Background: an optimization exercise with open tools, aiming at small area. Do not read the settings as production practice. The RTL was checked by simulation tests, not by an equivalence proof against the original design. No activity file was given, so power comes from the tool's default toggle rates.

## frame_ctrl_top
module frame_ctrl_top (
    input  logic                                              clk,
    input  logic                                              rst_n,
    input  logic                                              start,
    input  frame_ctrl_pkg::frm_idx_t                          frm_index,
    input  frame_ctrl_pkg::addr_t                             dma_addr,
    output logic                                              mm2s_cmd_valid,
    input  logic                                              mm2s_cmd_ready,
    output logic [71:0]                                       mm2s_cmd,
    input  logic                                              s_tvalid,
    output logic                                              s_tready,
    input  frame_ctrl_pkg::byte_t                             s_tdata,
    input  logic                                              s_tlast,
    output logic                                              s2mm_cmd_valid,
    input  logic                                              s2mm_cmd_ready,
    output logic [71:0]                                       s2mm_cmd,
    output logic                                              m_tvalid,
    input  logic                                              m_tready,
    output frame_ctrl_pkg::byte_t                             m_tdata,
    output logic                                              m_tkeep,
    output logic                                              m_tlast,
    output logic                                              core_valid,
    input  logic                                              core_finish,
    output logic [3*(8+8*9+1)-1:0] fm_wr,
    output logic [4*8-1:0]                 fm_rd_addr,
    input  logic [4*8*9-1:0]           fm_dout,
    output logic                                              irq
);
Size: ~860 cells after synthesis, ~250 flip-flops, about 780 I/O pins.
Settings: LEC_CHECK=0, CAP_MARGIN=20, CORE_AREA=2 2 298 238, DIE_AREA=0 0 300 240, PLACE_DENSITY=0.45, SLEW_MARGIN=20; clock period 6.0 ns.
standard.sh (not shown) runs the stock make flow with config.mk's settings and CLKGATE_MAP_FILE= SYNTH_SCRIPT=/design/flow/synth_recipe.tcl, a recipe that flattens the netlist after the stock synthesis.
==> flow/flow/run.sh <==
#!/bin/bash
# The standard layout (standard.sh: ORFS synthesis to finish) with these
# layout choices changed:
#  - ABC maps the combinational logic for area (flow/abc_area_map.script in
#    place of ORFS's abc_speed.script; registers are mapped as before)
#  - port buffers use the smallest buffer cell instead of ORFS's default pick
#  - the clock tree uses clkbuf_8 with clusters of at most 16 sinks and no
#    dummy loads
#  - tie cells are not duplicated per load
# standard.sh's own output goes to standard.log here; ORFS writes each tool's
# full log under orfs/logs/.
set -e
rm -rf scripts
cp -r "$FLOW_HOME/scripts" scripts
cp flow/abc_area_map.script scripts/abc_speed.script
export SCRIPTS_DIR="$PWD/scripts"
export BUFFER_PORTS_ARGS="-buffer_cell sky130_fd_sc_hd__buf_1"
export CTS_ARGS="-sink_clustering_enable -repair_clock_nets -dont_use_dummy_load -buf_list sky130_fd_sc_hd__clkbuf_8 -sink_clustering_size 16 -sink_clustering_max_diameter 50"
export SKIP_REPAIR_TIE_FANOUT=1
bash standard.sh > standard.log 2>&1
==> flow/flow/abc_area_map.script <==
strash
dch -f
amap
strash
dch -f
amap
topo
dnsize -c
==> next run, changes <==
==> flow/flow/run.sh (replaced) <==
#!/bin/bash
# The standard layout (standard.sh: ORFS synthesis to finish) with three
# layout choices changed:
#  - port buffers use the smallest buffer cell instead of ORFS's default pick
#  - the clock tree uses clkbuf_8 with clusters of at most 16 sinks and no
#    dummy loads
#  - tie cells are not duplicated per load
# standard.sh's own output (every ORFS step) goes to standard.log here; ORFS
# writes each tool's full log under orfs/logs/.
export BUFFER_PORTS_ARGS="-buffer_cell sky130_fd_sc_hd__buf_1"
export CTS_ARGS="-sink_clustering_enable -repair_clock_nets -dont_use_dummy_load -buf_list sky130_fd_sc_hd__clkbuf_8 -sink_clustering_size 16 -sink_clustering_max_diameter 50"
export SKIP_REPAIR_TIE_FANOUT=1
bash standard.sh > standard.log 2>&1
PLACE_DENSITY = default   (was 0.45)
removed: flow/flow/abc_area_map.script
What happened: Final area grows by 2.6%; routed wire length shrinks by 7.8%; maximum frequency grows by 15%; count of clock-buffer cells in the layout does not change; clock skew shrinks by 0.0046 ns; power grows by 9.1%; cell count grows by 1.4%; first-iteration DRC count shrinks by 22%; core utilization grows by 0.54 points.
==> next run, changes <==
==> flow/flow/run.sh (replaced) <==
#!/bin/bash
# The standard layout (standard.sh: ORFS synthesis to finish) with these
# layout choices changed:
#  - ABC maps the combinational logic for area (flow/abc_area_map.script in
#    place of ORFS's abc_speed.script; registers are mapped as before)
#  - port buffers use the smallest buffer cell instead of ORFS's default pick
#  - the clock tree uses clkbuf_8 with clusters of at most 16 sinks and no
#    dummy loads
#  - tie cells are not duplicated per load
# standard.sh's own output goes to standard.log here; ORFS writes each tool's
# full log under orfs/logs/.
set -e
rm -rf scripts
cp -r "$FLOW_HOME/scripts" scripts
cp flow/abc_area_map.script scripts/abc_speed.script
export SCRIPTS_DIR="$PWD/scripts"
export BUFFER_PORTS_ARGS="-buffer_cell sky130_fd_sc_hd__buf_1"
export CTS_ARGS="-sink_clustering_enable -repair_clock_nets -dont_use_dummy_load -buf_list sky130_fd_sc_hd__clkbuf_4 -sink_clustering_size 10 -sink_clustering_max_diameter 30"
export SKIP_REPAIR_TIE_FANOUT=1
bash standard.sh > standard.log 2>&1
==> flow/flow/abc_area_map.script (new file) <==
strash
dch -f
amap
strash
dch -f
amap
topo
dnsize -c
=> The new run ran to the end with no violations; wire length goes up by 7.4%; sequential power is about the same; cell count decreases by 0.30%; core utilization fell by 0.54 points; non-clock buffer count is higher by 1; via count rises by 0.58%; worst hold slack loses 0.097 ns.
==> next run, changes <==
--- a/flow/flow/run.sh
+++ b/flow/flow/run.sh
@@ -17,3 +17,3 @@
 export BUFFER_PORTS_ARGS="-buffer_cell sky130_fd_sc_hd__buf_1"
-export CTS_ARGS="-sink_clustering_enable -repair_clock_nets -dont_use_dummy_load -buf_list sky130_fd_sc_hd__clkbuf_4 -sink_clustering_size 10 -sink_clustering_max_diameter 30"
+export CTS_ARGS="-sink_clustering_enable -repair_clock_nets -dont_use_dummy_load -buf_list sky130_fd_sc_hd__clkbuf_16 -sink_clustering_size 24 -sink_clustering_max_diameter 60"
 export SKIP_REPAIR_TIE_FANOUT=1
What happened:
- The changed run completed without violations
- setup slack gains 0.17 ns
- combinational power barely changes
- via count falls slightly
==> next run, changes <==
--- a/flow/flow/run.sh
+++ b/flow/flow/run.sh
@@ -17,3 +17,3 @@
 export BUFFER_PORTS_ARGS="-buffer_cell sky130_fd_sc_hd__buf_1"
-export CTS_ARGS="-sink_clustering_enable -repair_clock_nets -dont_use_dummy_load -buf_list sky130_fd_sc_hd__clkbuf_16 -sink_clustering_size 24 -sink_clustering_max_diameter 60"
+export CTS_ARGS="-sink_clustering_enable -repair_clock_nets -dont_use_dummy_load -buf_list {sky130_fd_sc_hd__clkbuf_8 sky130_fd_sc_hd__clkbuf_16} -sink_clustering_size 20 -sink_clustering_max_diameter 50"
 export SKIP_REPAIR_TIE_FANOUT=1
After rerunning: Register-to-register slack barely changes. Total power increases by 3.1%. Sequential share of layout area went down by 0.44 points. Die area does not change. Clock power went up by about 20%.

==> what the ideal ports hide <==
Ports are ideal in the flow. The routed layouts listed here were re-timed in OpenROAD. Step 1 assumes that a clkbuf_16 drives the clock port and a buf_2 every other input. Step 2, shift: input delay + t, output delay - t, t = (earliest + latest rising clock arrival at the registers) / 2. This alone moves slack from input paths to output paths. Three values: ideal ports, drivers, drivers and shift; two values: the first two.
run	t (ns)	setup slack, ns	hold WS [ns]	pins driven straight from the clock port
the first run	0.612	0.898 / 0.845 / 1.457	0.554 / 0.554 / 0.554	1
the second run	0.594	1.553 / 1.502 / 1.717	0.589 / 0.562 / 0.697	1
the third run	0.718	0.858 / 0.802 / 1.519	0.493 / 0.486 / 0.638	1
the fourth run	0.564	1.027 / 0.968 / 1.522	0.621 / 0.611 / 0.642	1
the fifth run	0.591	1.012 / 0.951 / 1.536	0.619 / 0.607 / 0.644	1
After both steps setup and hold are still met in every run listed.
